Source: an optimization exercise on an open RTL-to-GDS flow (aim: small area and a short achievable clock period). Production flows keep margins and buffers that such runs may drop.
In this exercise RTL edits were held to simulation tests only and were not proved equivalent to the original.
No activity file was given, so power comes from the tool's default toggle rates.

$ cat design/flow/config.mk
export PLATFORM = sky130hd
export DESIGN_NAME = register_file
export DESIGN_NICKNAME = register_file
export VERILOG_FILES = /design/flow/design.v
export SDC_FILE = /design/flow/constraint.sdc
export NUM_CORES = 4
export LEC_CHECK = 0
export CAP_MARGIN = 20
export CORE_MARGIN = 2
export CORE_UTILIZATION = 55
export CTS_CLUSTER_DIAMETER = 100
export CTS_CLUSTER_SIZE = 30
export SETUP_SLACK_MARGIN = 2.0
export SLEW_MARGIN = 20
export SYNTH_HIERARCHICAL = 1
export SYNTH_MINIMUM_KEEP_SIZE = 0
$ cat design/flow/design.v
package cpu_pkg;
   localparam int REG_ADDR_W = 5;
   localparam int DATA_W     = 32;
   localparam int NUM_REGS   = 2 ** REG_ADDR_W;
   typedef logic [REG_ADDR_W-1:0] reg_addr_t;
   typedef logic [DATA_W-1:0]     reg_data_t;
   localparam reg_addr_t REG_ZERO = 5'd0;
   localparam reg_addr_t REG_AT = 5'd1;
   localparam reg_addr_t REG_V0 = 5'd2;
   localparam reg_addr_t REG_GP = 5'd28;
   localparam reg_addr_t REG_SP = 5'd29;
   localparam reg_addr_t REG_FP = 5'd30;
   localparam reg_addr_t REG_RA = 5'd31;
endpackage
module register_file #(
   parameter int DATA_WIDTH   = cpu_pkg::DATA_W,
   parameter int ADDR_WIDTH   = cpu_pkg::REG_ADDR_W,
   parameter bit WRITE_BYPASS = 1'b1
) (
   input  logic                  clock,
   input  logic                  reset_n,
   input  logic                  we,
   input  logic [ADDR_WIDTH-1:0] rs,
   input  logic [ADDR_WIDTH-1:0] rt,
   input  logic [ADDR_WIDTH-1:0] rd,
   input  logic [DATA_WIDTH-1:0] input_data,
   output logic [DATA_WIDTH-1:0] output_data_A,
   output logic [DATA_WIDTH-1:0] output_data_B
);
   localparam int DEPTH = 2 ** ADDR_WIDTH;    
   logic [DATA_WIDTH-1:0]            wdata;
   logic [3:0]                       w_hi, na_hi, nb_hi;    
   logic [7:0]                       w_lo, na_lo, nb_lo;    
   logic [DEPTH-1:1]                 load;    
   logic [DEPTH-1:0]                 sel_a, sel_b;
   logic [DATA_WIDTH-1:0][DEPTH-1:0] col;     
   assign wdata = input_data & {DATA_WIDTH{reset_n}};
   always_comb begin
      for (int h = 0; h < 4; h++) begin
         w_hi[h]  = reset_n && we && (rd[4:3] == 2'(h));
         na_hi[h] = !(rs[4:3] == 2'(h));
         nb_hi[h] = !(rt[4:3] == 2'(h));
      end
      for (int l = 0; l < 8; l++) begin
         w_lo[l]  = (rd[2:0] == 3'(l));
         na_lo[l] = !(rs[2:0] == 3'(l));
         nb_lo[l] = !(rt[2:0] == 3'(l));
      end
      for (int i = 1; i < DEPTH; i++) begin
         load[i] = !reset_n || (w_hi[i/8] && w_lo[i%8]);
      end
      sel_a[0] = WRITE_BYPASS && reset_n && we && (rd != '0) && (rs == rd);
      sel_b[0] = WRITE_BYPASS && reset_n && we && (rd != '0) && (rt == rd);
   end
   genvar i, b;
   for (i = 1; i < DEPTH; i = i + 1) begin : g_sel
      rf_sel u_sa (.w_hi(WRITE_BYPASS && w_hi[i/8]), .w_lo(w_lo[i%8]),
                   .n_hi(na_hi[i/8]), .n_lo(na_lo[i%8]), .sel(sel_a[i]));
      rf_sel u_sb (.w_hi(WRITE_BYPASS && w_hi[i/8]), .w_lo(w_lo[i%8]),
                   .n_hi(nb_hi[i/8]), .n_lo(nb_lo[i%8]), .sel(sel_b[i]));
   end
   for (b = 0; b < DATA_WIDTH; b = b + 1) begin : g_bit
      assign col[b][0] = input_data[b];
      for (i = 1; i < DEPTH; i = i + 1) begin : g_reg
         always_ff @(posedge clock) begin
            if (load[i]) col[b][i] <= wdata[b];
         end
      end
      rf_read_bit u_a (.sel(sel_a), .ent_bit(col[b]), .out(output_data_A[b]));
      rf_read_bit u_b (.sel(sel_b), .ent_bit(col[b]), .out(output_data_B[b]));
   end
endmodule
module rf_sel (
   input  logic w_hi,
   input  logic w_lo,
   input  logic n_hi,
   input  logic n_lo,
   output logic sel
);
   assign sel = !((w_hi & w_lo) | n_hi | n_lo);
endmodule
module rf_read_bit (
   input  logic [31:0] sel,
   input  logic [31:0] ent_bit,
   output logic        out
);
   logic [10:0] g;    
   logic [2:0]  k;    
   genvar j;
   for (j = 0; j < 10; j = j + 1) begin : g_aoi
      rf_aoi3 u_aoi (.s(sel[3*j+2:3*j]), .d(ent_bit[3*j+2:3*j]), .y(g[j]));
   end
   rf_aoi2 u_aoi_last (.s(sel[31:30]), .d(ent_bit[31:30]), .y(g[10]));
   rf_and4 u_k0 (.a(g[3:0]), .y(k[0]));
   rf_and4 u_k1 (.a(g[7:4]), .y(k[1]));
   rf_and3 u_k2 (.a(g[10:8]), .y(k[2]));
   rf_nand3 u_o (.a(k), .y(out));
endmodule
module rf_aoi3 (
   input  logic [2:0] s,
   input  logic [2:0] d,
   output logic       y
);
   assign y = !(|(s & d));
endmodule
module rf_aoi2 (
   input  logic [1:0] s,
   input  logic [1:0] d,
   output logic       y
);
   assign y = !(|(s & d));
endmodule
module rf_and4 (
   input  logic [3:0] a,
   output logic       y
);
   assign y = &a;
endmodule
module rf_and3 (
   input  logic [2:0] a,
   output logic       y
);
   assign y = &a;
endmodule
module rf_nand3 (
   input  logic [2:0] a,
   output logic       y
);
   assign y = !(&a);
endmodule
$ cat design/flow/constraint.sdc
create_clock -name core_clock -period 7.0 [get_ports {clock}]
set_input_delay 1.4000 -clock core_clock [delete_from_list [all_inputs] [get_ports {clock}]]
set_output_delay 1.4000 -clock core_clock [all_outputs]
set_load 0.01 [all_outputs]
$ cat design/flow/run.sh
#!/bin/bash
# synth_recipe.tcl (not shown) runs the flow's synth.tcl, then flattens the netlist and writes it again
# the make line also repeats each setting of config.mk as NAME=value (left out here)
make -C /OpenROAD-flow-scripts/flow DESIGN_CONFIG=/design/flow/config.mk WORK_HOME=/design/flow/orfs CLKGATE_MAP_FILE= SYNTH_SCRIPT=/design/flow/synth_recipe.tcl finish
==> run notes, run 1 <==
- I/O pin count: 114
- Syn. warnings: 38
- Vias in the first global route: 30.4k
- Clock share of power: 0.248
- XOR/XNOR share of the synthesized area: 0.00216
- Max-cap violation count: 0
- CP Class: in2out
- H-Tree Level Count: 2
- Flop pwr share: 0.633
- Hold_buf cts: 0
- Mapped cell area: between 40,000 and 50,000 um2
- Reg with most FFs: col
- Layout cells sized above 1: 0.296
- Largest register FFs: 992
- Finished Cell Area: 49,900 um2
- Period utilisation layout: 0.764
- Initial Util: 0.555
- Switching share of power: 0.253
- Number of flops mapped to enable cells by yosys: 992
- Gpl congestion: 0.914
- Yosys top cell area share: 0.735
- Top flop regs: col (992)
- Clk root buf: clkbuf_16
- Gr usage total: 0.461
- Hold Crit Class: in2reg
- Min Tclk post-route: 5.35 ns
- Required @ worst endpoint: 5.60 ns
- Synth area leader: edfxtp_1
- Top cells by count, synth: 992 x edfxtp_1, 640 x a222oi_1, 128 x and4_1
- CTS Buf Count: 39
- Post-synthesis mux area share: 0
- Post-DR wirelength/cell: between 50 and 60 um
- Area post-placement: 45,000 um2
- DP HPWL: 97,100 um
- Asr flop ratio synth: 0
- Largest net degree at the start of global routing: 33
- # setup viols final: 0
- Top FF cell, synth: edfxtp_1
- Vias: 32.7k
- Die X: between 200 and 300 um
- Net Switching: just under 3 mW
- Seq/Total Area, Yosys: 0.735
- First-pass GRT wire length: ~240,000 um
- Worst setup EP type: primary output
- Post-synthesis net count: 2,212
- Status: complete, no violations
- Fmax achieved: 187 MHz
- Setup TNS: 0 ns
- Highest fanout seen on the critical path: 6
- Row count: 99
- Die H: 275 um
- Max_slew headroom: 0.152
- Comb power frac: 0.119
- Fin. max-slew vios: 0
- Count leader, synth: edfxtp_1
- Synth Register Bits: 992
- Final Hold Fails: 0
- Pwr dens: 233 nW/um2
- Total Wirelength: 184,000 um
- CP startpoint kind: input port
- Num Clock Sinks: 992
- FILL cells: 4,686
- Synthesis-to-layout area growth: 23.2%
- Clock slew at reported path FFs: 0.12 ns
- Pre-Repair DR Iteration Count: 13
- Die area: 75,800 um2
- Ranking of synthesized cells by area: edfxtp_1 74%, a222oi_1 16%, and4_1 2.8%
- Syn Inst Count: 2,162
- Synth Area in Simple Gates: 0.0575
- DRC errors left: 0
- CTS tree: done
- Avg Cell Area, Syn: 18.7 um2
- Iteration-0 DRC Markers: 9,779
- Fin nets: ~2.7k
- Clk buf depth: 3
- Cell variety after synth: 29
- Pint: 8.68 mW
- Post-synthesis compound-gate area fraction: 0.202
- Number of port buffers: 113
- Peak supply drop: 0.208 mV
- Core area: 73,000 um2
- Antenna-violating nets left: 0
- CP arrival: 3.95 ns
- Grt ovf: 0
- Synth Area in Adders: 0
- Worst slew pin tran: 1.27 ns
- Lkg Pwr: about 15 nW
- Initial antenna violation count: 8
- Largest family of logic cells by synthesized area: compound AO/OA/AOI/OAI gates
- RSZ-0062 raised after global routing: true
- Drt via density: 8.96
==> power groups by stage <==
stage	Clock, mW	Sequential [mW]	Combinational [mW]
after floorplan	0	7.42	0.487
after global placement	0	7.43	1.14
after detailed placement	0	7.47	1.14
after CTS	2.86	7.33	1.21
after global routing	3.04	7.40	1.37
final	2.88	7.35	1.38
==> per-module statistics from Yosys, one instance, submodules excluded, excerpt <==
module | flip-flops and latches | times used
register_file | 992 | 1
rf_and3 | 0 | 64
rf_and4 | 0 | 128
rf_aoi2 | 0 | 64
rf_aoi3 | 0 | 640
rf_nand3 | 0 | 64
rf_sel | 0 | 62
==> path summary, 6_finish.rpt <==
path	start	end	slack (ns)	cells after the start
setup / recovery	we	output_data_B[6]	1.65	12
hold / removal	reset_n	col[963]$_DFFE_PP_	1.45	3
==> timing repair <==
item / CTS / global route
pin swaps: 193 / 167
setup buffers: 139 / 48
gates cloned: 14 / 12
endpoints found under the setup margin: 64 / 64
gates resized for setup: 621 / 134
==> per-stage QoR <==
stage | hold WS (ns) | util | std cells | setup WS (ns) | power [mW]
final | 1.45 | 0.684 | 3651 | 1.65 | 11.6
after global routing | 1.44 | 0.683 | 3643 | 1.70 | 11.8
after CTS | 1.46 | 0.667 | 3579 | 1.90 | 11.4
after detailed placement | 2.21 | 0.616 | 3383 | 0.376 | 8.62
after global placement | 2.20 | 0.616 | 3380 | 0.315 | 8.57
after floorplan | 1.98 | - | 2162 | 1.61 | 7.90
==> layer usage <==
metal | GRT usage | vias to the layer above | share of wire
met3 | 0.207 | 870 | 0.19
met2 | 0.637 | 3757 | 0.41
met1 | 0.596 | 16300 | 0.32
met4 | 0.284 | 14 | 0.078
li1 | - | 11800 | -
met5 | 0.00815 | - | 0.0014
==> final cells by class <==
class,instances,area [um2],area share
Timing Repair Buffer,496,5850,0.117
Sequential cell,992,29800,0.597
Inverter,12,73.8,0.00148
Clock buffer,41,1030,0.0206
Antenna cell,9,22.5,0.000452
Tap cell,959,1200,0.0241
Multi-Input combinational cell,1140,11900,0.238
Clock inverter,2,60.1,0.00120
==> worst max-delay path, cell delays in order <==
cell      delay [ns]
buf_4           0.17
nand4b_1        0.22
inv_2           0.21
buf_6           0.12
buf_6           0.10
buf_4           0.12
a211oi_4        0.06
buf_12          0.16
a222oi_1        0.61
and4_4          0.47
nand3_4         0.12
buf_6           0.14
==> cell usage in the layout (no fill, tap or decap), types with 8 or more instances in the layout <==
| master | Yosys | routed |
|---|---|---|
| edfxtp_1 | 992 | 992 |
| clkdlybuf4s50_1 | 0 | 32 |
| a211oi_4 | 0 | 62 |
| nand3b_1 | 9 | 9 |
| nand3_2 | 0 | 44 |
| and2_1 | 32 | 27 |
| buf_2 | 3 | 28 |
| buf_16 | 0 | 19 |
| buf_8 | 0 | 13 |
| a222oi_1 | 640 | 640 |
| and4_1 | 128 | 86 |
| buf_12 | 0 | 81 |
| and4_4 | 0 | 24 |
| o21ai_4 | 0 | 31 |
| a22oi_2 | 64 | 64 |
| and4_2 | 0 | 18 |
| buf_6 | 2 | 107 |
| and3_1 | 64 | 60 |
| nand3_1 | 70 | 21 |
| clkbuf_16 | 0 | 51 |
| diode_2 | 0 | 9 |
| buf_4 | 1 | 194 |
| xnor2_1 | 8 | 8 |
==> cell families (layout without fill, tap and decap cells) <==
logic type | after synthesis | in the layout
and+or+nand+nor | 332 | 332
xor gates and xnor gates | 10 | 10
DFF | 992 | 992
AOI/OAI and AO/OA | 798 | 798
buffers and inverters | 30 | 551
other | 0 | 9
==> inputs of run 2 (changes only) <==
--- a/design/flow/design.v
+++ b/design/flow/design.v
@@ -32,6 +32,7 @@
    logic [3:0]                       w_hi, na_hi, nb_hi;    
    logic [7:0]                       w_lo, na_lo, nb_lo;    
    logic [DEPTH-1:1]                 load;    
+   logic [DEPTH-1:1]                 nhit;    
    logic [DEPTH-1:0]                 sel_a, sel_b;
    logic [DATA_WIDTH-1:0][DEPTH-1:0] col;     
    assign wdata = input_data & {DATA_WIDTH{reset_n}};
@@ -47,6 +48,7 @@
          nb_lo[l] = !(rt[2:0] == 3'(l));
       end
       for (int i = 1; i < DEPTH; i++) begin
+         nhit[i] = !(WRITE_BYPASS && w_hi[i/8] && w_lo[i%8]);
          load[i] = !reset_n || (w_hi[i/8] && w_lo[i%8]);
       end
       sel_a[0] = WRITE_BYPASS && reset_n && we && (rd != '0) && (rs == rd);
@@ -54,10 +56,8 @@
    end
    genvar i, b;
    for (i = 1; i < DEPTH; i = i + 1) begin : g_sel
-      rf_sel u_sa (.w_hi(WRITE_BYPASS && w_hi[i/8]), .w_lo(w_lo[i%8]),
-                   .n_hi(na_hi[i/8]), .n_lo(na_lo[i%8]), .sel(sel_a[i]));
-      rf_sel u_sb (.w_hi(WRITE_BYPASS && w_hi[i/8]), .w_lo(w_lo[i%8]),
-                   .n_hi(nb_hi[i/8]), .n_lo(nb_lo[i%8]), .sel(sel_b[i]));
+      rf_sel u_sa (.nhit(nhit[i]), .n_hi(na_hi[i/8]), .n_lo(na_lo[i%8]), .sel(sel_a[i]));
+      rf_sel u_sb (.nhit(nhit[i]), .n_hi(nb_hi[i/8]), .n_lo(nb_lo[i%8]), .sel(sel_b[i]));
    end
    for (b = 0; b < DATA_WIDTH; b = b + 1) begin : g_bit
       assign col[b][0] = input_data[b];
@@ -71,13 +71,12 @@
    end
 endmodule
 module rf_sel (
-   input  logic w_hi,
-   input  logic w_lo,
+   input  logic nhit,
    input  logic n_hi,
    input  logic n_lo,
    output logic sel
 );
-   assign sel = !((w_hi & w_lo) | n_hi | n_lo);
+   assign sel = nhit & !n_hi & !n_lo;
 endmodule
 module rf_read_bit (
    input  logic [31:0] sel,
--- a/design/flow/config.mk
+++ b/design/flow/config.mk
@@ -10,6 +10,7 @@
 export CORE_UTILIZATION = 55
 export CTS_CLUSTER_DIAMETER = 100
 export CTS_CLUSTER_SIZE = 30
+export PLACE_DENSITY = 0.9
 export SETUP_SLACK_MARGIN = 2.0
 export SLEW_MARGIN = 20
 export SYNTH_HIERARCHICAL = 1
==> run 2 against run 1 <==
  * Cell area down 4.4%
  * Critical path depth is 1 lower
  * Clock-buffer cell count down 2
  * Worst setup slack got worse by 0.025 ns
  * Global-route usage is 8.1 points lower
  * First-iteration DRC count increased by 32%
  * Cell count shrank 5.2%
  * Total power decreased by 0.61%
  * Sequential share of layout area rose by 2.7 points
  * Via count grew 2.0%
  * Clock power is 2% lower
  * Flip-flop and latch count did not move
  * Critical path type unchanged
  * Highest routed layer unchanged
==> run notes, run 2 <==
- Largest register FFs: 992 (unchanged)
- I/O pin count: 114 (unchanged)
- Gpl congestion: 0.975 (+6.7%)
- Largest net degree at the start of global routing: 52 (+58%)
- Clock slew at reported path FFs: 0.12 ns (about the same)
- Worst slew pin tran: 1.28 ns (+0.0127 ns)
- Fin nets: 2,548 (-6.7%)
- Die area: 75,900 um2 (+0.16%)
- Hold Crit Class: in2reg
- Comb power frac: 0.111 (-0.008)
- Top FF cell, synth: edfxtp_1
- Post-synthesis net count: 2,232 (+0.90%)
- RSZ-0062 raised after global routing: true
- Flop pwr share: 0.644 (+0.011)
- Die H: 276 um (about the same)
- Clk root buf: clkbuf_16
- Grt ovf: 0 (unchanged)
- First-pass GRT wire length: 208,000 um (-12%)
- Yosys top cell area share: 0.734 (-0.00120)
- Antenna-violating nets left: 0 (unchanged)
- Min Tclk post-route: 5.37 ns (+0.0248 ns)
- Placed Cells: 3,319 (-1.9%)
- Pre-Repair DR Iteration Count: 30 (+17)
- Mapped cell area: 40,600 um2 (+0.16%)
- Asr flop ratio synth: 0 (unchanged)
- Peak supply drop: 0.173 mV (-17%)
- CP arrival: 3.97 ns (+0.02 ns)
- Number of flops mapped to enable cells by yosys: 992 (unchanged)
- Number of port buffers: 113 (unchanged)
- Max-cap violation count: 0 (unchanged)
- CP Class: in2out
- Switching share of power: 0.259 (+0.00651)
- Highest fanout seen on the critical path: 16 (+10)
- Pwr dens: 242 nW/um2 (+4.0%)
- Die X: 276 um (about the same)
- WHS Path Cells: 4 (+1)
- Gr usage total: 0.380 (-0.0812)
- Total Wirelength: 167,000 um (-8.8%)
- Seq/Total Area, Yosys: 0.734 (-0.00120)
- Layout cells sized above 1: 0.255 (-0.0404)
- CP startpoint kind: input port
- CTS tree: done
- Initial Util: 0.556 (+0.000909)
- Reg with most FFs: col
- Sequential cell area: 29,800 um2 (unchanged)
- Initial antenna violation count: 5 (-3)
- Post-DR wirelength/cell: 48.4 um (-3.8%)
- Top cells by count, synth: 992 x edfxtp_1, 640 x a222oi_1, 129 x and4_1
- Syn. warnings: 38 (unchanged)
- Clock share of power: 0.244 (-0.004)
- Area of the multi-input gates: 11,900 um2 (+0.72%)
- Iteration-0 DRC Markers: 12.9k (+32%)
- Most common cell after layout, fill and taps aside: edfxtp_1
- Vias: 33.4k (+2.0%)
- Max_slew headroom: 0.146 (-0.00527)
- Non-Filler Instances: 3,460 (-5.2%)
- Drt via density: 9.64 (+7.6%)
- Pre-CTS setup slack: 0.473 ns (+0.0969 ns)
- Ranking of synthesized cells by area: edfxtp_1 73%, a222oi_1 16%, and4_1 2.8%
- Cell variety after synth: 28 (-3.4%)
- Core area: 73,000 um2 (unchanged)
- Worst setup EP type: primary output
- Net Switching: 3.00 mW (+2.0%)
- Syn Inst Count: 2,182 (+0.93%)
- Synthesis-to-layout area growth: 17.5%
- Num Clock Sinks: 992 (unchanged)
- CP startpoint: rd[0]
- H-Tree Level Count: 2 (unchanged)
- Status: complete, no violations
- Fmax achieved: 186 MHz (-0.46%)
- Vias in the first global route: 31.1k (+2.4%)
- Synth area leader: edfxtp_1
- Count leader, synth: edfxtp_1
- Fin. max-slew vios: 0 (unchanged)
- Row count: 99 (unchanged)
- Pint: 8.55 mW (-1.5%)
- FILL cells: 4,207 (-10%)
- Setup TNS: 0 ns (unchanged)
- Required @ worst endpoint: 5.60 ns (about the same)
- Worst setup path endpoint: output_data_B[23]
- Period utilisation layout: 0.767 (+0.00355)
- CTS Buf Count: 39 (unchanged)
- Final setup margin: 1.63 ns (-0.0248 ns)
- Clk buf depth: 3 (unchanged)
- Top flop regs: col (992)
- DP HPWL: 79,200 um (-18%)
- Avg Cell Area, Syn: 18.6 um2 (-0.75%)
- # setup viols final: 0 (unchanged)
- Commonest cells after routing, fill and taps aside: 992 x edfxtp_1, 640 x a222oi_1, 65 x nor3b_4, 64 x a22oi_2
- Final Hold Fails: 0 (unchanged)
- Synth Register Bits: 992 (unchanged)
- DRC errors left: 0 (unchanged)
- Lkg Pwr: 14.6 nW (-5.6%)
## run 2: changes by cell type after synthesis, sizes merged, moves of 4 or more
| cell | before | now |
|---|---|---|
| inv | 12 | 0 |
| clkbuf | 12 | 8 |
| buf | 6 | 12 |
| o21ai | 31 | 0 |
| nor3b | 0 | 65 |
| a211oi | 62 | 0 |
| nand2 | 5 | 66 |
## run 2: area by class of cell
cell class,instances,area share
Antenna cell,1,0.0000525
Timing Repair Buffer,295,0.0781
Sequential cell,992,0.625
Clock inverter,4,0.00118
Multi-Input combinational cell,1170,0.250
Tap cell,959,0.0252
Clock buffer,39,0.0205
## run 2: worst min path at each step
stage	from	endpoint	slack, ns
floorplan	input_data[22]	col[705]$_DFFE_PP_	1.98
global placement	reset_n	col[909]$_DFFE_PP_	2.30
detailed placement	reset_n	col[909]$_DFFE_PP_	2.30
CTS	reset_n	col[909]$_DFFE_PP_	1.50
global route	reset_n	col[911]$_DFFE_PP_	1.58
finish	reset_n	col[911]$_DFFE_PP_	1.62
## run 2: timing repair
item                                    in CTS  in global routing
endpoints found under the setup margin      64                 64
resized for setup                          582                205
buffers inserted                            27                 39
hold buffers                                 0                  0
gates cloned                                 5                 22
hold endpoints to repair                     0                  0
pin swaps                                  230                168
## run 2: metal layers
metal,vias to the layer above,routed length [um],track usage,share of wire
li1,11400,-,-,-
met1,15200,43700,0.451,0.26
met2,5057,67800,0.554,0.40
met3,1721,35900,0.170,0.21
met4,8,19800,0.268,0.12
met5,-,149,0,0.00089
## run 2: cell families after synthesis
logic type / share of synthesized area
compound gates: 0.178
xor+xnor: 0.00216
simple gates: 0.0831
buf+inv: 0.00259
flops: 0.734
## run 2: critical path, stage by stage
cell	delay, ns
buf_12	0.12
nor3_4	0.37
a21o_1	0.31
buf_6	0.14
nor4_4	0.04
buf_12	0.17
buf_16	0.18
a222oi_1	0.55
and4_4	0.41
nand3_2	0.10
buf_4	0.16
## run 2: Yosys stat by module, one instance, submodules excluded, a selection
module | times used | flip-flops and latches | cell area, um2
rf_aoi3 | 640 | 0 | 10.0
rf_nand3 | 64 | 0 | 5.00
rf_and4 | 128 | 0 | 8.76
rf_and3 | 64 | 0 | 6.26
register_file | 1 | 992 | 30700
rf_sel | 62 | 0 | 12.5
rf_aoi2 | 64 | 0 | 12.5
## run 2: power groups by stage
stage / Combinational, mW / Clock (mW) / Sequential [mW]
2_1_floorplan: 0.483 / 0 / 7.40
3_3_place_gp: 1.01 / 0 / 7.42
3_5_place_dp: 1.04 / 0 / 7.50
4_1_cts: 1.07 / 2.71 / 7.37
5_1_grt: 1.26 / 2.94 / 7.46
6_report: 1.28 / 2.82 / 7.44
## run 2: stage by stage
step / instance area (um2) / hold WS, ns / power (mW) / util
after floorplan: 40700 / 1.98 / 7.88 / -
after global placement: 43900 / 2.30 / 8.43 / 0.602
after detailed placement: 43900 / 2.30 / 8.54 / 0.602
after CTS: 46300 / 1.50 / 11.2 / 0.634
after global routing: 47700 / 1.58 / 11.7 / 0.654
final: 47700 / 1.62 / 11.5 / 0.654
==> inputs of run 3 (changes only) <==
--- a/design/flow/config.mk
+++ b/design/flow/config.mk
@@ -8,9 +8,9 @@
 export CAP_MARGIN = 20
 export CORE_MARGIN = 2
 export CORE_UTILIZATION = 55
-export CTS_CLUSTER_DIAMETER = 100
-export CTS_CLUSTER_SIZE = 30
-export PLACE_DENSITY = 0.9
+export CTS_CLUSTER_DIAMETER = 80
+export CTS_CLUSTER_SIZE = 24
+export PLACE_DENSITY = 0.75
 export SETUP_SLACK_MARGIN = 2.0
 export SLEW_MARGIN = 20
 export SYNTH_HIERARCHICAL = 1
==> run 3 against run 2 <==
  * Still clean
  * Clock power increased by about 10%
  * Global-route usage increased by 3.5 points
  * Die area stayed put
  * Synthesized cell count unchanged
  * Non-clock buffer count increased by 70
  * Critical endpoint is now output_data_B[15]
  * Largest cell class unchanged
  * Largest power group unchanged
==> run notes, run 3 <==
- Status: complete, no violations
- First-pass GRT wire length: 221,000 um (+6.0%)
- Mapped cell area: 40,600 um2 (unchanged)
- XOR/XNOR share of the synthesized area: 0.00216 (unchanged)
- Initial Util: 0.556 (unchanged)
- Synth Register Bits: 992 (unchanged)
- Clk root buf: clkbuf_16
- Gr usage total: 0.415 (+0.0350)
- Period utilisation layout: 0.766 (-0.00103)
- Largest net degree at the start of global routing: 33 (-37%)
- Initial antenna violation count: 4 (-1)
- Setup TNS: 0 ns (unchanged)
- RSZ-0062 raised after global routing: true
- Ranking of synthesized cells by area: edfxtp_1 73%, a222oi_1 16%, and4_1 2.8%
- CP arrival: 3.96 ns (about the same)
- Iteration-0 DRC Markers: 10.1k (-22%)
- Asr flop ratio synth: 0 (unchanged)
- Clock slew at reported path FFs: 0.09 ns (-0.03 ns)
- Pwr dens: 243 nW/um2 (+0.30%)
- Largest family of logic cells by synthesized area: compound AO/OA/AOI/OAI gates
- Syn. warnings: 38 (unchanged)
- Die H: 276 um (unchanged)
- CP startpoint kind: input port
- Number of port buffers: 113 (unchanged)
- Max_slew headroom: 0.164 (+0.0175)
- DP HPWL: 86,000 um (+8.6%)
- CTS tree: done
- Clock share of power: 0.264 (+0.020)
- Flop pwr share: 0.624 (-0.020)
- Top cells by count, synth: 992 x edfxtp_1, 640 x a222oi_1, 129 x and4_1
- Post-synthesis compound-gate area fraction: 0.178 (unchanged)
- Final setup margin: 1.64 ns (+0.00719 ns)
- Commonest cells after routing, fill and taps aside: 992 x edfxtp_1, 640 x a222oi_1, 120 x buf_4, 76 x buf_12, 65 x nor3b_4
- Layout cells sized above 1: 0.290 (+0.0346)
- Post-synthesis net count: 2,232 (unchanged)
- Peak supply drop: 0.239 mV (+38%)
- Min Tclk post-route: 5.36 ns (-0.00719 ns)
- CP Class: in2out
- Gpl congestion: 0.965 (-0.93%)
- Seq/Total Area, Yosys: 0.734 (unchanged)
- Largest register FFs: 992 (unchanged)
- Synth Area in Adders: 0 (unchanged)
- Num Clock Sinks: 992 (unchanged)
- Max-cap violation count: 0 (unchanged)
- Pint: 8.81 mW (+3.1%)
- Hold Slack: 1.71 ns (+0.0889 ns)
- H-Tree Level Count: 2 (unchanged)
- Count leader, synth: edfxtp_1
- Reg with most FFs: col
- Final Hold Fails: 0 (unchanged)
- Fin. max-slew vios: 0 (unchanged)
- Cell variety after synth: 28 (unchanged)
- Number of flops mapped to enable cells by yosys: 992 (unchanged)
- Vias in the first global route: 30.6k (-1.7%)
- Grt ovf: 0 (unchanged)
- I/O pin count: 114 (unchanged)
- Fmax achieved: 186 MHz (+0.13%)
- Pre-CTS setup slack: 0.516 ns (+0.0428 ns)
- DRC errors left: 0 (unchanged)
- CTS Buf Count: 48 (+23%)
- Top flop regs: col (992)
- Post-synthesis mux area share: 0 (unchanged)
- Pre-Repair DR Iteration Count: 27 (-10%)
- Row count: 99 (unchanged)
- Core area: 73,000 um2 (unchanged)
- Worst slew pin tran: 1.25 ns (-0.0263 ns)
- Drt via density: 9.01 (-6.6%)
- Power Total: 11.8 mW (+2.3%)
- Synthesis-to-layout area growth: 19.8%
- Worst setup EP type: primary output
- Synth Area in Simple Gates: 0.0831 (unchanged)
- Comb power frac: 0.112 (about the same)
- Required @ worst endpoint: 5.60 ns (about the same)
- Vias: 32.0k (-4.1%)
- Switching share of power: 0.253 (-0.00619)
- Most common cell after layout, fill and taps aside: edfxtp_1
- Lkg Pwr: 15.2 nW (+4.0%)
- Syn Inst Count: 2,182 (unchanged)
- Synth area leader: edfxtp_1
- Fin nets: 2,627 (+3.1%)
- Antenna-violating nets left: 0 (unchanged)
- Die X: 276 um (unchanged)
- Net Switching: 2.99 mW (-0.19%)
- Post-DR wirelength/cell: 46.6 um (-3.6%)
- Top FF cell, synth: edfxtp_1
- Clk buf depth: 3 (unchanged)
- Total Wirelength: 166,000 um (-1.0%)
- Die area: 75,900 um2 (unchanged)
- Highest fanout seen on the critical path: 7 (-9)
- Yosys top cell area share: 0.734 (unchanged)
- # setup viols final: 0 (unchanged)
- Avg Cell Area, Syn: 18.6 um2 (unchanged)
- Hold Crit Class: in2reg
==> run 3: cells by family (layout without fill, tap and decap cells) <==
kind of cell           count (synthesis)  count (layout)
flip-flops                           992             992
other                                  0               6
AO/OA/AOI/OAI                        705             705
buffers and inverters                 20             426
XOR/XNOR                              10              10
AND/OR/NAND/NOR                      455             455
==> run 3: stage by stage <==
stage          utilization  instances  cell area, um2
2_1_floorplan            -       2182           40700
3_3_place_gp         0.613       3362           44700
3_5_place_dp         0.613       3363           44700
4_1_cts              0.652       3497           47600
5_1_grt              0.666       3547           48600
6_report             0.666       3553           48600
==> run 3: modules after synthesis, one instance, submodules excluded, a selection <==
module,copies in the design,flops+latches
register_file,1,992
rf_and4,128,0
rf_aoi2,64,0
rf_aoi3,640,0
rf_and3,64,0
rf_sel,62,0
rf_nand3,64,0
==> run 3: power groups by stage <==
stage | logic, mW | clock network (mW) | registers, mW
finish | 1.32 | 3.11 | 7.37
global route | 1.31 | 3.26 | 7.41
CTS | 1.15 | 3.06 | 7.35
detailed placement | 1.10 | 0 | 7.49
global placement | 1.08 | 0 | 7.43
floorplan | 0.483 | 0 | 7.40
==> run 3: final cells by class <==
cell class	instances	area, um2
diodes	6	15.0
clock buffers	52	1240
clock inverters	9	67.6
fillers	4583	24300
multi-input cells	1170	12000
flip-flops and latches	992	29800
well taps	959	1200
repair buffers	365	4340
==> run 3: layer usage <==
layer,share of wire,GRT usage
met4,0.10,0.271
met3,0.20,0.178
met5,0.00048,0.00188
met1,0.29,0.509
met2,0.41,0.602
==> run 3: path summary, 6_finish.rpt <==
kind / from / cells after the start / end / slack, ns
setup / recovery: rd[3] / 10 / output_data_B[15] / 1.64
hold / removal: rd[1] / 5 / col[60]$_DFFE_PP_ / 1.71
==> run 3: worst max-delay path: stages <==
cell,delay [ns]
buf_12,0.11
and4b_4,0.42
nand2_4,0.09
nor3b_4,0.17
buf_12,0.13
buf_12,0.13
a222oi_1,0.94
and4_1,0.32
nand3_1,0.08
buf_2,0.15
==> run 3: timing repair <==
action	in CTS	in global routing
hold buffers	0	0
gates resized for setup	518	197
pin swaps	212	171
setup buffers	64	35
gates cloned	9	10
setup endpoints to repair	64	64
endpoints found under the hold margin	0	0
==> inputs of run 4 (changes only) <==
--- a/design/flow/design.v
+++ b/design/flow/design.v
@@ -83,46 +83,22 @@
    input  logic [31:0] ent_bit,
    output logic        out
 );
-   logic [10:0] g;    
-   logic [2:0]  k;    
+   logic [3:0]  k;    
    genvar j;
-   for (j = 0; j < 10; j = j + 1) begin : g_aoi
-      rf_aoi3 u_aoi (.s(sel[3*j+2:3*j]), .d(ent_bit[3*j+2:3*j]), .y(g[j]));
+   for (j = 0; j < 4; j = j + 1) begin : g_grp
+      rf_grp8 u_k (.s(sel[8*j+7:8*j]), .d(ent_bit[8*j+7:8*j]), .y(k[j]));
    end
-   rf_aoi2 u_aoi_last (.s(sel[31:30]), .d(ent_bit[31:30]), .y(g[10]));
-   rf_and4 u_k0 (.a(g[3:0]), .y(k[0]));
-   rf_and4 u_k1 (.a(g[7:4]), .y(k[1]));
-   rf_and3 u_k2 (.a(g[10:8]), .y(k[2]));
-   rf_nand3 u_o (.a(k), .y(out));
+   rf_nand4 u_o (.a(k), .y(out));
 endmodule
-module rf_aoi3 (
-   input  logic [2:0] s,
-   input  logic [2:0] d,
+module rf_grp8 (
+   input  logic [7:0] s,
+   input  logic [7:0] d,
    output logic       y
 );
    assign y = !(|(s & d));
 endmodule
-module rf_aoi2 (
-   input  logic [1:0] s,
-   input  logic [1:0] d,
-   output logic       y
-);
-   assign y = !(|(s & d));
-endmodule
-module rf_and4 (
+module rf_nand4 (
    input  logic [3:0] a,
-   output logic       y
-);
-   assign y = &a;
-endmodule
-module rf_and3 (
-   input  logic [2:0] a,
-   output logic       y
-);
-   assign y = &a;
-endmodule
-module rf_nand3 (
-   input  logic [2:0] a,
    output logic       y
 );
    assign y = !(&a);
==> run 4 against run 3 <==
  * Still clean on timing, DRC and antenna
  * Clock power decreased by 2%
  * Total power decreased by 2.1%
  * Die area increased by 3.1%
  * Cell area increased by 0.67%
  * Area after synthesis increased by 3.2%
  * Synthesized cell count increased by 18%
  * Global-route usage increased by 1.6 points
  * Combinational power decreased by 14%
  * Via count increased by 3.2%
  * Utilization decreased by 2.0 points
  * Critical endpoint is now output_data_B[0]
==> run notes, run 4 <==
- Top cells by count, synth: 1,024 x a22oi_1, 992 x edfxtp_1, 257 x and4_1
- Status: complete, no violations
- CP Class: in2out
- H-Tree Level Count: 2 (unchanged)
- Pwr dens: 236 nW/um2 (-2.8%)
- Post-synthesis net count: 2,616 (+17%)
- Metal2 WL: 72,600 um (+6.0%)
- Initial antenna violation count: 13 (+9)
- Reg with most FFs: col
- Worst setup path endpoint: output_data_B[0]
- Layout cells sized above 1: 0.203 (-0.0864)
- Row count: 101 (+2.0%)
- CP startpoint kind: input port
- DP HPWL: 105,000 um (+22%)
- CTS Buf Count: 47 (-2.1%)
- WP buf/inv: 4 (unchanged)
- Post-layout util: 0.647 (-0.0198)
- Fmax achieved: 198 MHz (+6.2%)
- Critical path's most frequent cell: buf_2
- Top FF cell, synth: edfxtp_1
- Commonest cells after routing, fill and taps aside: 992 x edfxtp_1, 971 x a22oi_1, 211 x and4_1, 165 x buf_4, 65 x nor3b_4
- Hold_buf cts: 0 (unchanged)
- CP startpoint: rd[3]
- Mapped cell area: 41,900 um2 (+3.2%)
- Grt ovf: 0 (unchanged)
- Num Clock Sinks: 992 (unchanged)
- Clock slew at reported path FFs: 0.10 ns (about the same)
- Iteration-0 DRC Markers: 6,980 (-31%)
- Synth Register Bits: 992 (unchanged)
- Min Tclk post-route: 5.05 ns (-0.313 ns)
- RSZ-0062 raised after global routing: true
- Avg Cell Area, Syn: 16.3 um2 (-12%)
- Lkg Pwr: 14.4 nW (-5.6%)
- Final Hold Fails: 0 (unchanged)
- Number of flops mapped to enable cells by yosys: 992 (unchanged)
- Setup TNS: 0 ns (unchanged)
- Peak supply drop: 0.223 mV (-6.6%)
- Critical Path Max Stage Delay: 0.46 ns (-0.48 ns)
- Hold Crit Class: in2reg
- Largest net degree at the start of global routing: 47 (+42%)
- Gpl congestion: 1.07 (+11%)
- Crit-path slowest cell: and4b_4
- Seq/Total Area, Yosys: 0.712 (-0.0225)
- Max-cap violation count: 0 (unchanged)
- Antenna-violating nets left: 0 (unchanged)
- Most common cell after layout, fill and taps aside: edfxtp_1
- Max_slew headroom: 0.214 (+0.0503)
- Highest Signal Layer: met5
- I/O pin count: 114 (unchanged)
- Count leader, synth: a22oi_1
- M1 wire length: 52,900 um (+11%)
- Syn Inst Count: 2,566 (+18%)
- Core area: 75,700 um2 (+3.8%)
- Syn. warnings: 38 (unchanged)
- Finished Cell Area: 48,900 um2 (+0.67%)
- Drt via density: 8.33 (-7.5%)
- Clk root buf: clkbuf_16
- Top flop regs: col (992)
- Vias in the first global route: 32.3k (+5.7%)
- Synth area leader: edfxtp_1
- Cell variety after synth: 28 (unchanged)
- Yosys top cell area share: 0.712 (-0.0225)
- First-pass GRT wire length: 234,000 um (+6.2%)
- Highest fanout seen on the critical path: 19 (+12)
- Initial Util: 0.553 (-0.00318)
- Pre-Repair DR Iteration Count: 10 (-63%)
- Sequential cell area: 29,800 um2 (unchanged)
- Gr usage total: 0.431 (+0.0160)
- Ranking of synthesized cells by area: edfxtp_1 71%, a22oi_1 18%, and4_1 5.4%
- Worst setup EP type: primary output
- Required @ worst endpoint: 5.60 ns (about the same)
- Clk buf depth: 3 (unchanged)
- Crit path cell chain: buf_2 -> and4b_4 -> nand2_2 -> nor3b_4 -> buf_4 -> buf_8 -> a22oi_1 -> and4_1 -> nand4_1 -> buf_2
- Die area: 78,300 um2 (+3.1%)
- Die H: 280 um (+1.5%)
- CP arrival: 3.65 ns (-0.31 ns)
- Asr flop ratio synth: 0 (unchanged)
- Area post-placement: 45,600 um2 (+1.9%)
- CTS tree: done
- Critical path depth in cells: 10 (unchanged)
- Total Wirelength: 172,000 um (+3.9%)
- # setup viols final: 0 (unchanged)
- DRC errors left: 0 (unchanged)
- Met3 WL: 30,500 um (-7.8%)
- Die X: 280 um (+1.5%)
- Largest register FFs: 992 (unchanged)
- Number of port buffers: 113 (unchanged)
- Fin. max-slew vios: 0 (unchanged)
- Fin nets: 3,020 (+15%)
- Area of the multi-input gates: 12,900 um2 (+8.2%)
- Period utilisation layout: 0.722 (-0.0447)
- Worst slew pin tran: 1.18 ns (-0.0754 ns)
- Post-DR wirelength/cell: 43.4 um (-6.9%)
- Vias: 33.0k (+3.2%)
- Family with the most delay on the worst path: simple AND/OR/NAND/NOR gates
- Synthesis-to-layout area growth: 16.9%
- FILL cells: 5,089 (+11%)
-- run 4: changes by cell type after synthesis, sizes merged --
| cell | before | now |
|---|---|---|
| a222oi | 640 | 0 |
| a22oi | 64 | 1024 |
| and3 | 65 | 1 |
| and4 | 129 | 257 |
| nand3 | 68 | 4 |
| nand4 | 0 | 64 |
-- run 4: metrics by stage --
stage          hold WS, ns  power, mW  setup slack [ns]  cells
3_5_place_dp          2.07       8.55             0.231   3772
4_1_cts               1.39       11.4              1.99   3933
2_1_floorplan         1.98       7.86              2.02   2566
3_3_place_gp          2.06       8.48             0.272   3771
6_report              1.44       11.6              1.95   3965
5_1_grt               1.43       11.8              1.91   3958
-- run 4: final cells by class --
type	count	share of cell area
Multi-Input combinational cell	1554	0.265
Tap cell	978	0.0250
Clock inverter	3	0.000409
Sequential cell	992	0.609
Antenna cell	13	0.000665
Clock buffer	50	0.0251
Timing Repair Buffer	375	0.0756
-- run 4: cells by family (layout without fill, tap and decap cells) --
kind of cell	after synthesis	in the layout	share of synthesized area
AO/OA/AOI/OAI	1025	1025	0.184
flip-flops	992	992	0.712
AND/OR/NAND/NOR	519	519	0.0997
buffers and inverters	20	428	0.00251
XOR/XNOR	10	10	0.00209
other	0	13	0
-- run 4: tightest hold or removal path, stage by stage --
cell and delay (ns):
buf_4 0.16, buf_4 0.25, nand2_2 0.13
-- run 4: modules after synthesis, one instance, submodules excluded, excerpt --
| module | flip-flops and latches | cell area, um2 | cells inside | copies in the design |
|---|---|---|---|---|
| rf_grp8 | 0 | 38.8 | 5 | 256 |
| register_file | 992 | 30700 | 1160 | 1 |
| rf_nand4 | 0 | 6.26 | 1 | 64 |
| rf_sel | 0 | 12.5 | 1 | 62 |
-- run 4: how the worst min path moves through the flow --
stage | start | depth (start not counted) | slack [ns] | endpoint
after floorplan | input_data[22] | 1 | 1.98 | col[705]$_DFFE_PP_
after global placement | reset_n | 3 | 2.06 | col[487]$_DFFE_PP_
after detailed placement | reset_n | 3 | 2.07 | col[487]$_DFFE_PP_
after CTS | reset_n | 3 | 1.39 | col[487]$_DFFE_PP_
after global routing | reset_n | 3 | 1.43 | col[487]$_DFFE_PP_
final | reset_n | 3 | 1.44 | col[487]$_DFFE_PP_
-- run 4: what timing repair did --
item	CTS	global route
setup endpoints to repair	64	64
setup buffers	105	14
resized for setup	406	167
cloned	3	2
pin swaps	68	57
-- run 4: layer usage --
layer	GRT usage	vias to the layer above
met3	0.185	972
li1	-	12300
met2	0.619	3712
met4	0.307	8
met5	0	-
met1	0.523	16000
-- run 4: power breakdown --
part	total [mW]	switching, mW	leakage, nW	internal [mW]
Sequential	7.36	0.270	9.58	7.09
Combinational	1.14	0.787	4.17	0.349
Clock	3.05	1.80	0.611	1.26
Total	11.6	2.86	14.4	8.70
==> inputs of run 5 (changes only) <==
==> design/flow/flow/run.sh (new file) <==
#!/bin/bash
# Own layout flow: the standard flow, with two changes after the standard
# synthesis (which runs unchanged):
#  - the port buffers that the flow puts on every input and output are
#    sky130_fd_sc_hd__buf_4 instead of the library's slow delay buffers;
#  - the delay cells (clkdlybuf4s*, dlygate*, dlymetal*) are marked don't-use
#    for placement, CTS and timing repair, on top of the platform's list.
# Each step's full output goes to a log file in the work folder; ORFS also
# keeps its own per-step logs under orfs/logs.
set -euo pipefail

PLATFORM_DONT_USE="sky130_fd_sc_hd__probe_p_8 sky130_fd_sc_hd__probec_p_8 sky130_fd_sc_hd__lpflow_bleeder_1 sky130_fd_sc_hd__lpflow_clkbufkapwr_1 sky130_fd_sc_hd__lpflow_clkbufkapwr_16 sky130_fd_sc_hd__lpflow_clkbufkapwr_2 sky130_fd_sc_hd__lpflow_clkbufkapwr_4 sky130_fd_sc_hd__lpflow_clkbufkapwr_8 sky130_fd_sc_hd__lpflow_clkinvkapwr_1 sky130_fd_sc_hd__lpflow_clkinvkapwr_16 sky130_fd_sc_hd__lpflow_clkinvkapwr_2 sky130_fd_sc_hd__lpflow_clkinvkapwr_4 sky130_fd_sc_hd__lpflow_clkinvkapwr_8 sky130_fd_sc_hd__lpflow_decapkapwr_12 sky130_fd_sc_hd__lpflow_decapkapwr_3 sky130_fd_sc_hd__lpflow_decapkapwr_4 sky130_fd_sc_hd__lpflow_decapkapwr_6 sky130_fd_sc_hd__lpflow_decapkapwr_8 sky130_fd_sc_hd__lpflow_inputiso0n_1 sky130_fd_sc_hd__lpflow_inputiso0p_1 sky130_fd_sc_hd__lpflow_inputiso1n_1 sky130_fd_sc_hd__lpflow_inputiso1p_1 sky130_fd_sc_hd__lpflow_inputisolatch_1 sky130_fd_sc_hd__lpflow_isobufsrc_1 sky130_fd_sc_hd__lpflow_isobufsrc_16 sky130_fd_sc_hd__lpflow_isobufsrc_2 sky130_fd_sc_hd__lpflow_isobufsrc_4 sky130_fd_sc_hd__lpflow_isobufsrc_8 sky130_fd_sc_hd__lpflow_isobufsrckapwr_16 sky130_fd_sc_hd__lpflow_lsbuf_lh_hl_isowell_tap_1 sky130_fd_sc_hd__lpflow_lsbuf_lh_hl_isowell_tap_2 sky130_fd_sc_hd__lpflow_lsbuf_lh_hl_isowell_tap_4 sky130_fd_sc_hd__lpflow_lsbuf_lh_isowell_4 sky130_fd_sc_hd__lpflow_lsbuf_lh_isowell_tap_1 sky130_fd_sc_hd__lpflow_lsbuf_lh_isowell_tap_2 sky130_fd_sc_hd__lpflow_lsbuf_lh_isowell_tap_4"
DELAY_CELLS="sky130_fd_sc_hd__clkdlybuf4s15_1 sky130_fd_sc_hd__clkdlybuf4s15_2 sky130_fd_sc_hd__clkdlybuf4s18_1 sky130_fd_sc_hd__clkdlybuf4s18_2 sky130_fd_sc_hd__clkdlybuf4s25_1 sky130_fd_sc_hd__clkdlybuf4s25_2 sky130_fd_sc_hd__clkdlybuf4s50_1 sky130_fd_sc_hd__clkdlybuf4s50_2 sky130_fd_sc_hd__dlygate4sd1_1 sky130_fd_sc_hd__dlygate4sd2_1 sky130_fd_sc_hd__dlygate4sd3_1 sky130_fd_sc_hd__dlymetal6s2s_1 sky130_fd_sc_hd__dlymetal6s4s_1 sky130_fd_sc_hd__dlymetal6s6s_1"

bash standard.sh synth > synth.log 2>&1
bash standard.sh \
   "BUFFER_PORTS_ARGS=-buffer_cell sky130_fd_sc_hd__buf_4" \
   "DONT_USE_CELLS=$PLATFORM_DONT_USE $DELAY_CELLS" \
   finish > layout.log 2>&1
test -s out/final.def
==> design/flow/standard.sh (new file) <==
#!/bin/bash
# synth_recipe.tcl (not shown) runs the flow's synth.tcl, then flattens the netlist and writes it again
# the make line also repeats each setting of config.mk as NAME=value (left out here)
make -C /OpenROAD-flow-scripts/flow DESIGN_CONFIG=/design/flow/config.mk WORK_HOME=/design/flow/orfs CLKGATE_MAP_FILE= SYNTH_SCRIPT=/design/flow/synth_recipe.tcl "${@:-finish}"
removed: design/flow/run.sh
==> run 5 against run 4 <==
  * Still clean
  * Worst hold slack worse by 0.00071 ns
  * Total power is 1.6% higher
  * Flip-flop and latch count unchanged
  * Die area unchanged
  * Critical path type unchanged
  * Critical path depth shrank 1
  * Via count fell by 2.5%
  * Cell area fell by 1.1%
  * Clock-buffer cell count is 3 higher
  * Critical endpoint is now output_data_A[29]
  * Wire length fell by 3.2%
==> run notes, run 5 <==
- Worst setup EP type: primary output
- Most common cell after layout, fill and taps aside: a22oi_1
- I/O pin count: 114 (unchanged)
- Switching share of power: 0.246 (-0.00105)
- Highest fanout seen on the critical path: 20 (+1)
- Yosys top cell area share: 0.712 (unchanged)
- Peak supply drop: 0.267 mV (+20%)
- Num Clock Sinks: 992 (unchanged)
- Pre-Repair DR Iteration Count: 7 (-3)
- Period utilisation layout: 0.724 (+0.00201)
- Avg Cell Area, Syn: 16.3 um2 (unchanged)
- Die area: 78,300 um2 (unchanged)
- CTS Buf Count: 49 (+4.3%)
- Max-cap violation count: 0 (unchanged)
- Pwr dens: 243 nW/um2 (+2.8%)
- Hold_buf cts: 0 (unchanged)
- First-pass GRT wire length: 229,000 um (-2.4%)
- Die X: 280 um (unchanged)
- Mapped cell area: 41,900 um2 (unchanged)
- Drt via density: 8.12 (-2.5%)
- Row count: 101 (unchanged)
- Vias in the first global route: 31.6k (-2.2%)
- Critical Path Max Stage Delay: 0.44 ns (-0.02 ns)
- Gr usage total: 0.419 (-0.0122)
- CP Class: in2out
- Synth area leader: edfxtp_1
- Layout cells sized above 1: 0.200 (-0.00370)
- Asr flop ratio synth: 0 (unchanged)
- CP startpoint kind: input port
- Gpl congestion: 0.976 (-8.7%)
- Max_slew headroom: 0.165 (-0.0495)
- DP HPWL: 104,000 um (-0.81%)
- Flop pwr share: 0.627 (-0.010)
- Number of flops mapped to enable cells by yosys: 992 (unchanged)
- Clock slew at reported path FFs: 0.09 ns (about the same)
- Clock share of power: 0.276 (+0.012)
- Seq/Total Area, Yosys: 0.712 (unchanged)
- Fmax achieved: 197 MHz (-0.28%)
- Critical path's most frequent cell: buf_4
- Core area: 75,700 um2 (unchanged)
- Number of port buffers: 113 (unchanged)
- Net Switching: 2.89 mW (+1.2%)
- CP startpoint: rd[3]
- Worst setup path endpoint: output_data_A[29]
- Fin. max-slew vios: 0 (unchanged)
- Antenna-violating nets left: 0 (unchanged)
- # setup viols final: 0 (unchanged)
- DRC errors left: 0 (unchanged)
- Pint: 8.85 mW (+1.8%)
- Fin nets: 3,023 (+0.099%)
- Reg with most FFs: col
- Largest net degree at the start of global routing: 38 (-19%)
- Crit path cell chain: buf_4 -> and4b_4 -> nand2_1 -> nor3b_4 -> buf_4 -> a22oi_1 -> and4_1 -> nand4_1 -> buf_4
- Cell variety after synth: 28 (unchanged)
- Ranking of synthesized cells by area: edfxtp_1 71%, a22oi_1 18%, and4_1 5.4%
- Required @ worst endpoint: 5.60 ns (about the same)
- Final Hold Fails: 0 (unchanged)
- Iteration-0 DRC Markers: 6,071 (-13%)
- Post-DR wirelength/cell: 42.0 um (-3.3%)
- Synthesis-to-layout area growth: 15.6%
- Post-synthesis net count: 2,616 (unchanged)
- Crit-path slowest cell: and4b_4
- Top FF cell, synth: edfxtp_1
- Vias: 32.2k (-2.5%)
- Commonest cells after routing, fill and taps aside: 995 x a22oi_1, 992 x edfxtp_1, 230 x and4_1, 149 x buf_4, 78 x buf_2
- Post-layout util: 0.639 (-0.00724)
- RSZ-0062 raised after global routing: true
- Count leader, synth: a22oi_1
- CP arrival: 3.67 ns (+0.02 ns)
- Top flop regs: col (992)
- Worst slew pin tran: 1.25 ns (+0.0699 ns)
- Clk root buf: clkbuf_16
- Clk buf depth: 3 (unchanged)
- Hold Crit Class: in2reg
- Status: complete, no violations
- Min Tclk post-route: 5.07 ns (+0.0141 ns)
- Total Wirelength: 167,000 um (-3.2%)
- Setup TNS: 0 ns (unchanged)
- Initial Util: 0.553 (unchanged)
- H-Tree Level Count: 2 (unchanged)
- Syn Inst Count: 2,566 (unchanged)
- Lkg Pwr: 14.2 nW (-0.90%)
- Top cells by count, synth: 1,024 x a22oi_1, 992 x edfxtp_1, 257 x and4_1
- Synth Register Bits: 992 (unchanged)
- Largest register FFs: 992 (unchanged)
- Comb power frac: 0.098 (about the same)
- Initial antenna violation count: 16 (+3)
- Die H: 280 um (unchanged)
- CTS tree: done
- Syn. warnings: 38 (unchanged)
- Grt ovf: 0 (unchanged)
[run 5: worst max-delay path: cells and delay by family]
family | cells | cell delay [ns]
simple gates | 5 | 1.30
buf+inv | 3 | 0.67
compound gates | 1 | 0.25
[run 5: stage by stage]
step	total power [mW]	area, um2	setup WS, ns	std cells	hold WS, ns
after global placement	8.46	45100	0.994	3778	2.12
after CTS	11.6	47800	1.95	3948	1.64
after detailed placement	8.52	45400	1.05	3791	2.12
after floorplan	7.86	41900	2.02	2566	1.98
final	11.7	48400	1.93	3967	1.44
after global routing	12.0	48400	1.92	3966	1.41
[run 5: how the worst min path moves through the flow]
stage	from	end	depth (start not counted)
after floorplan	input_data[22]	col[705]$_DFFE_PP_	1
after global placement	col[393]$_DFFE_PP_	output_data_A[12]	4
after detailed placement	col[393]$_DFFE_PP_	output_data_A[12]	4
after CTS	input_data[27]	col[869]$_DFFE_PP_	2
after global routing	input_data[7]	col[226]$_DFFE_PP_	2
final	input_data[18]	col[605]$_DFFE_PP_	2
[run 5: repair_timing]
item,4_1_cts,5_1_grt
buffers inserted,94,9
gates cloned,1,1
pin swaps,35,34
resized for setup,122,116
setup endpoints to repair,64,58
[run 5: cells by family after synthesis]
logic type      share of synthesized area
buf+inv                           0.00251
simple gates                       0.0997
xor+xnor                          0.00209
flops                               0.712
compound gates                      0.184
[run 5: modules after synthesis, one instance, submodules excluded, excerpt]
module	times used	flops+latches	cells	cell area, um2
rf_grp8	256	0	5	38.8
rf_nand4	64	0	1	6.26
register_file	1	992	1160	30700
rf_sel	62	0	1	12.5
[run 5: power groups by stage]
| stage | Sequential (mW) | Combinational (mW) | Clock (mW) |
|---|---|---|---|
| after floorplan | 7.40 | 0.466 | 0 |
| after global placement | 7.44 | 1.02 | 0 |
| after detailed placement | 7.48 | 1.04 | 0 |
| after CTS | 7.34 | 1.08 | 3.23 |
| after global routing | 7.41 | 1.16 | 3.43 |
| final | 7.36 | 1.15 | 3.24 |
[run 5: final cells by class]
| class | instances | area, um2 |
|---|---|---|
| timing repair buffer | 376 | 3130 |
| clock buffer | 53 | 1280 |
| sequential | 992 | 29800 |
| multi-input combinational | 1554 | 12800 |
| tap | 978 | 1220 |
| antenna | 5 | 12.5 |
| fill | 5344 | 27300 |
| clock inverter | 9 | 138 |
[run 5: layer usage]
layer  global-route usage  share of wire
met1                0.526           0.33
met2                0.619           0.43
met3                0.156           0.16
met4                0.255          0.078
met5              0.00813        0.00069
==> inputs of run 6 (changes only) <==
--- a/design/flow/config.mk
+++ b/design/flow/config.mk
@@ -10,7 +10,7 @@
 export CORE_UTILIZATION = 55
 export CTS_CLUSTER_DIAMETER = 80
 export CTS_CLUSTER_SIZE = 24
-export PLACE_DENSITY = 0.75
+export PLACE_DENSITY = 0.9
 export SETUP_SLACK_MARGIN = 2.0
 export SLEW_MARGIN = 20
 export SYNTH_HIERARCHICAL = 1
==> run 6 against run 5 <==
  * Still clean on timing, DRC and antenna
  * Sequential share of layout area increased by 0.68 points
  * Clock power shrank 5%
  * Fmax fell by 0.64%
  * Combinational power about the same
  * Area after synthesis stayed put
  * Wire length down 2.9%
  * Die area stayed put
  * Worst hold slack improved by 0.042 ns
  * Worst setup slack lost 0.033 ns
  * Cell count fell by 1.2%
  * Critical path type unchanged
  * Critical endpoint is now output_data_A[22]
  * Largest cell class unchanged
  * Highest routed layer unchanged
==> run notes, run 6 <==
- Seq/Total Area, Yosys: 0.712 (unchanged)
- I/O pin count: 114 (unchanged)
- Avg Cell Area, Syn: 16.3 um2 (unchanged)
- DRC errors left: 0 (unchanged)
- Clk buf depth: 3 (unchanged)
- Pint: 8.74 mW (-1.2%)
- Area of the multi-input gates: 12,700 um2 (-0.94%)
- Synth Register Bits: 992 (unchanged)
- Initial Util: 0.553 (unchanged)
- Status: complete, no violations
- Die X: 280 um (unchanged)
- Core area: 75,700 um2 (unchanged)
- Grt ovf: 0 (unchanged)
- Top flop regs: col (992)
- First-pass GRT wire length: 226,000 um (-1.4%)
- Most common cell after layout, fill and taps aside: a22oi_1
- Vias: 32.9k (+2.2%)
- Fin nets: 2,977 (-1.5%)
- DP HPWL: 101,000 um (-2.4%)
- Initial antenna violation count: 11 (-5)
- Pwr dens: 242 nW/um2 (-0.23%)
- Highest Signal Layer: met5
- Worst setup EP type: primary output
- Max-cap violation count: 0 (unchanged)
- Top cells by count, synth: 1,024 x a22oi_1, 992 x edfxtp_1, 257 x and4_1
- Synthesis-to-layout area growth: 14.4%
- Comb power frac: 0.097 (about the same)
- Final Hold Fails: 0 (unchanged)
- # setup viols final: 0 (unchanged)
- Count leader, synth: a22oi_1
- CTS Buf Count: 48 (-2.0%)
- Period utilisation layout: 0.728 (+0.00466)
- Commonest cells after routing, fill and taps aside: 1,012 x a22oi_1, 992 x edfxtp_1, 227 x and4_1, 162 x buf_4, 65 x nor3b_4
- Number of flops mapped to enable cells by yosys: 992 (unchanged)
- Number of port buffers: 113 (unchanged)
- Flop pwr share: 0.636 (+0.009)
- Largest net degree at the start of global routing: 33 (-13%)
- Min Tclk post-route: 5.10 ns (+0.0327 ns)
- Sequential cell area: 29,800 um2 (unchanged)
- Peak supply drop: 0.210 mV (-21%)
- Clock slew at reported path FFs: 0.09 ns (about the same)
- Power Total: 11.6 mW (-1.3%)
- Die area: 78,300 um2 (unchanged)
- Syn Inst Count: 2,566 (unchanged)
- Num Clock Sinks: 992 (unchanged)
- Antenna-violating nets left: 0 (unchanged)
- Required @ worst endpoint: 5.60 ns (about the same)
- Gr usage total: 0.406 (-0.0123)
- Clock share of power: 0.267 (-0.009)
- M1 wire length: 47,000 um (-14%)
- Clk root buf: clkbuf_16
- Asr flop ratio synth: 0 (unchanged)
- Net Switching: 2.85 mW (-1.5%)
- CP startpoint kind: input port
- Iteration-0 DRC Markers: 6,679 (+10%)
- Syn. warnings: 38 (unchanged)
- Gpl congestion: 1.03 (+6.0%)
- Yosys top cell area share: 0.712 (unchanged)
- Ranking of synthesized cells by area: edfxtp_1 71%, a22oi_1 18%, and4_1 5.4%
- Worst slew pin tran: 1.26 ns (+0.0158 ns)
- Post-DR wirelength/cell: 41.3 um (-1.7%)
- Max_slew headroom: 0.154 (-0.0106)
- H-Tree Level Count: 2 (unchanged)
- Worst setup path endpoint: output_data_A[22]
- CP startpoint: rd[3]
- Row count: 101 (unchanged)
- Reg with most FFs: col
- Die H: 280 um (unchanged)
- Synth area leader: edfxtp_1
- Drt via density: 8.40 (+3.4%)
- Post-synthesis net count: 2,616 (unchanged)
- Hold Crit Class: in2reg
- Mapped cell area: 41,900 um2 (unchanged)
- Cell variety after synth: 28 (unchanged)
- Highest fanout seen on the critical path: 11 (-45%)
- FILL cells: 4,999 (-6.5%)
- Layout cells sized above 1: 0.182 (-0.0177)
- CTS tree: done
- Largest register FFs: 992 (unchanged)
- Setup TNS: 0 ns (unchanged)
- Vias in the first global route: 32.2k (+2.0%)
- Met3 WL: 30,800 um (+12%)
- Fin. max-slew vios: 0 (unchanged)
- Top FF cell, synth: edfxtp_1
- CP Class: in2out
- CP arrival: 3.70 ns (+0.03 ns)
- Total Wirelength: 162,000 um (-2.9%)
- Switching share of power: 0.246 (-0.000548)
- RSZ-0062 raised after global routing: true
- Fmax achieved: 196 MHz (-0.64%)
- Metal2 WL: 67,900 um (-5.3%)
- Lkg Pwr: 13.9 nW (-2.2%)
- Pre-Repair DR Iteration Count: 9 (+2)
[run 6: worst min-delay path by stage]
stage | startpoint | endpoint | slack [ns] | cells past startpoint
3_5_place_dp | col[585]$_DFFE_PP_ | output_data_A[18] | 2.13 | 4
3_3_place_gp | col[585]$_DFFE_PP_ | output_data_A[18] | 2.12 | 4
6_report | input_data[24] | col[795]$_DFFE_PP_ | 1.48 | 2
2_1_floorplan | input_data[22] | col[705]$_DFFE_PP_ | 1.98 | 1
4_1_cts | input_data[4] | col[150]$_DFFE_PP_ | 1.62 | 2
5_1_grt | input_data[24] | col[795]$_DFFE_PP_ | 1.50 | 2
[run 6: per-stage QoR]
step                      std cells  utilization  area, um2  hold slack (ns)  setup WS (ns)
after floorplan                2566            -      41900             1.98           2.02
after global placement         3759        0.594      44900             2.12          0.813
after detailed placement       3786        0.599      45400             2.13           1.04
after CTS                      3892        0.625      47300             1.62           1.96
after global routing           3916        0.632      47900             1.50           1.92
final                          3921        0.632      47900             1.48           1.90
[run 6: what timing repair did]
item | CTS | global route
buffers inserted | 49 | 15
pin swaps | 16 | 21
endpoints found under the setup margin | 64 | 64
endpoints found under the hold margin | 0 | 0
hold buffers | 0 | 0
gates resized for setup | 74 | 117
gates cloned | 1 | 1
[run 6: power groups by stage]
stage	Sequential, mW	Clock (mW)	Combinational (mW)
finish	7.37	3.09	1.13
CTS	7.36	3.05	1.04
detailed placement	7.49	0	1.02
global placement	7.43	0	0.980
floorplan	7.40	0	0.466
global route	7.42	3.25	1.13
[run 6: final cells by class]
type | count | area share
Clock buffer | 52 | 0.0263
Tap cell | 978 | 0.0256
Clock inverter | 4 | 0.00123
Antenna cell | 10 | 0.000523
Sequential cell | 992 | 0.622
Multi-Input combinational cell | 1554 | 0.265
Timing Repair Buffer | 331 | 0.0587
[run 6: critical path, cell delays in order]
cell and delay [ns]:
buf_4 0.15, and4b_4 0.42, buf_2 0.15, nand2_2 0.08, nor3b_4 0.18, buf_4 0.19
buf_12 0.15, a22oi_2 0.22, and4_4 0.27, nand4_1 0.23, buf_4 0.24
[run 6: per-module statistics from Yosys, one instance, submodules excluded, a selection]
module	cells	area, um2
register_file	1160	30700
rf_grp8	5	38.8
rf_sel	1	12.5
rf_nand4	1	6.26
[run 6: layer usage]
layer	vias up	GRT usage
met4	8	0.305
li1	12300	-
met2	4021	0.590
met3	1073	0.176
met1	15600	0.479
met5	-	0.00313
[run 6: cells by family after synthesis]
| logic type | Yosys count | share of synthesized area |
|---|---|---|
| buffers and inverters | 20 | 0.00251 |
| DFF | 992 | 0.712 |
| and+or+nand+nor | 519 | 0.0997 |
| xor gates and xnor gates | 10 | 0.00209 |
| AOI/OAI and AO/OA | 1025 | 0.184 |
==> inputs of run 7 (changes only) <==
--- a/design/flow/config.mk
+++ b/design/flow/config.mk
@@ -7,7 +7,7 @@
 export LEC_CHECK = 0
 export CAP_MARGIN = 20
 export CORE_MARGIN = 2
-export CORE_UTILIZATION = 55
+export CORE_UTILIZATION = 65
 export CTS_CLUSTER_DIAMETER = 80
 export CTS_CLUSTER_SIZE = 24
 export PLACE_DENSITY = 0.9
==> run 7 against run 6 <==
  * Largest power group unchanged
  * Global-route usage grew 5.6 points
  * Critical endpoint is now output_data_A[8]
  * Non-clock buffer count is 4 higher
  * Cell count is 3.0% lower
  * Highest routed layer unchanged
==> run notes, run 7 <==
- First-pass GRT wire length: 219,000 um (-3.2%)
- Pwr dens: 244 nW/um2 (+0.96%)
- Core area: 64,000 um2 (-15%)
- Largest register FFs: 992 (unchanged)
- Row count: 93 (-7.9%)
- Required @ worst endpoint: 5.60 ns (about the same)
- Top flop regs: col (992)
- Post-synthesis net count: 2,616 (unchanged)
- Initial Util: 0.654 (+0.101)
- Peak supply drop: 0.288 mV (+37%)
- Period utilisation layout: 0.732 (+0.00336)
- Mapped cell area: 41,900 um2 (unchanged)
- Count leader, synth: a22oi_1
- Fmax achieved: 195 MHz (-0.46%)
- Top cells by count, synth: 1,024 x a22oi_1, 992 x edfxtp_1, 257 x and4_1
- CP startpoint kind: input port
- Gpl congestion: 0.992 (-4.0%)
- Cell variety after synth: 28 (unchanged)
- Total Wirelength: 158,000 um (-2.6%)
- Avg Cell Area, Syn: 16.3 um2 (unchanged)
- Vias in the first global route: 32.0k (-0.54%)
- Grt ovf: 0 (unchanged)
- Status: complete, no violations
- Antenna-violating nets left: 0 (unchanged)
- CP arrival: 3.72 ns (+0.02 ns)
- Clk root buf: clkbuf_16
- Clock slew at reported path FFs: 0.09 ns (about the same)
- H-Tree Level Count: 2 (unchanged)
- Number of flops mapped to enable cells by yosys: 992 (unchanged)
- Die area: 66,400 um2 (-15%)
- Top FF cell, synth: edfxtp_1
- Synthesis-to-layout area growth: 13.4%
- Drt via density: 8.69 (+3.5%)
- Final Hold Fails: 0 (unchanged)
- Fin. max-slew vios: 0 (unchanged)
- Largest net degree at the start of global routing: 33 (unchanged)
- DP HPWL: 95,800 um (-5.4%)
- Initial antenna violation count: 13 (+2)
- Placed Cells: 3,651 (-3.6%)
- Commonest cells after routing, fill and taps aside: 1,022 x a22oi_1, 992 x edfxtp_1, 238 x and4_1, 167 x buf_4, 65 x nor3b_4
- Most common cell after layout, fill and taps aside: a22oi_1
- Post-DR wirelength/cell: 41.4 um (+0.42%)
- Vias: 33.1k (+0.43%)
- Worst slew pin tran: 1.22 ns (-0.0426 ns)
- Highest fanout seen on the critical path: 32 (+21)
- Setup TNS: 0 ns (unchanged)
- DRC errors left: 0 (unchanged)
- Ranking of synthesized cells by area: edfxtp_1 71%, a22oi_1 18%, and4_1 5.4%
- Synth Register Bits: 992 (unchanged)
## run 7: cell counts after synthesis
Identical to the previous run, type by type.
## run 7: critical path, stage by stage
cell and delay [ns]:
buf_4 0.16, and4bb_4 0.42, nand2_1 0.14, nor3b_4 0.19, buf_6 0.26, a22oi_1 0.35, and4_2 0.37, nand4_1 0.19
buf_4 0.20
## run 7: modules after synthesis (local to each module, per instance), a selection
module         copies in the design  cells inside  flip-flops and latches  area [um2]
rf_grp8                         256             5                       0        38.8
rf_sel                           62             1                       0        12.5
register_file                     1          1160                     992       30700
rf_nand4                         64             1                       0        6.26
## run 7: final cells by class
class                   instances  area, um2
fillers                      3703      16500
flip-flops and latches        992      29800
well taps                     855       1070
multi-input cells            1554      12600
diodes                          8       20.0
clock buffers                  50       1250
clock inverters                11        100
repair buffers                335       2620
## run 7: repair_timing
action                                  CTS  global route
cloned                                    1             1
gates resized for setup                  64            83
endpoints found under the hold margin     0             0
setup buffers                            63            14
pin swaps                                18            12
endpoints found under the setup margin   64            63
## run 7: through the flow
stage / total power, mW / hold WS (ns) / setup slack [ns] / area [um2]
floorplan: 7.86 / 1.98 / 2.02 / 41900
finish: 11.6 / 1.37 / 1.88 / 47500
CTS: 11.5 / 1.62 / 1.99 / 46900
global placement: 8.39 / 2.12 / 0.972 / 44800
detailed placement: 8.48 / 2.14 / 1.09 / 45000
global route: 11.8 / 1.37 / 1.84 / 47500
## run 7: path summary, 6_finish.rpt
path | cells past startpoint | slack, ns | endpoint | from
worst min-delay path | 2 | 1.37 | col[295]$_DFFE_PP_ | input_data[9]
worst max-delay path | 9 | 1.88 | output_data_A[8] | rd[4]
## run 7: logic make-up (layout without fill, tap and decap cells)
logic type,after synthesis,count (layout),synth area share
xor+xnor,10,10,0.00209
compound gates,1025,1025,0.184
buf+inv,20,396,0.00251
flops,992,992,0.712
simple gates,519,519,0.0997
other cells,0,8,0
## run 7: layer usage
layer / vias up / routed length [um] / track usage
met1: 15600 / 45600 / 0.552
li1: 12300 / - / -
met5: - / 234 / 0.0135
met3: 1136 / 30500 / 0.211
met2: 4057 / 67000 / 0.674
met4: 14 / 14300 / 0.311
## run 7: report_power, final
group	leakage [nW]	switching [mW]	internal, mW
Clock	0.663	1.82	1.30
Combinational	3.64	0.762	0.339
Sequential	9.58	0.281	7.10

static timing again, ports no longer ideal:
No port has a modelled driver above. Below, the same layouts with a new extraction and two added sets of constraints.
Step 1 assumes that a clkbuf_16 drives the clock port and a buf_2 every other input.
Step 2 times the ports against the registers' clock, not the clock port: input delays grow and output delays shrink by t, the midpoint of the rising clock arrivals with the driver on.
Three values: no drivers, after step 1, after step 2; two values: the first two.
run	t (ns)	setup slack, ns
run 1	0.692	1.654 / 1.559 / 1.559
run 2	0.714	1.629 / 1.546 / 1.546
run 3	0.714	1.636 / 1.589 / 1.589
run 4	0.714	1.949 / 1.819 / 1.819
run 5	0.696	1.935 / 1.840 / 1.840
run 6	0.707	1.902 / 1.768 / 1.768
run 7	0.701	1.879 / 1.686 / 1.686
After both steps every run listed still meets setup and hold.
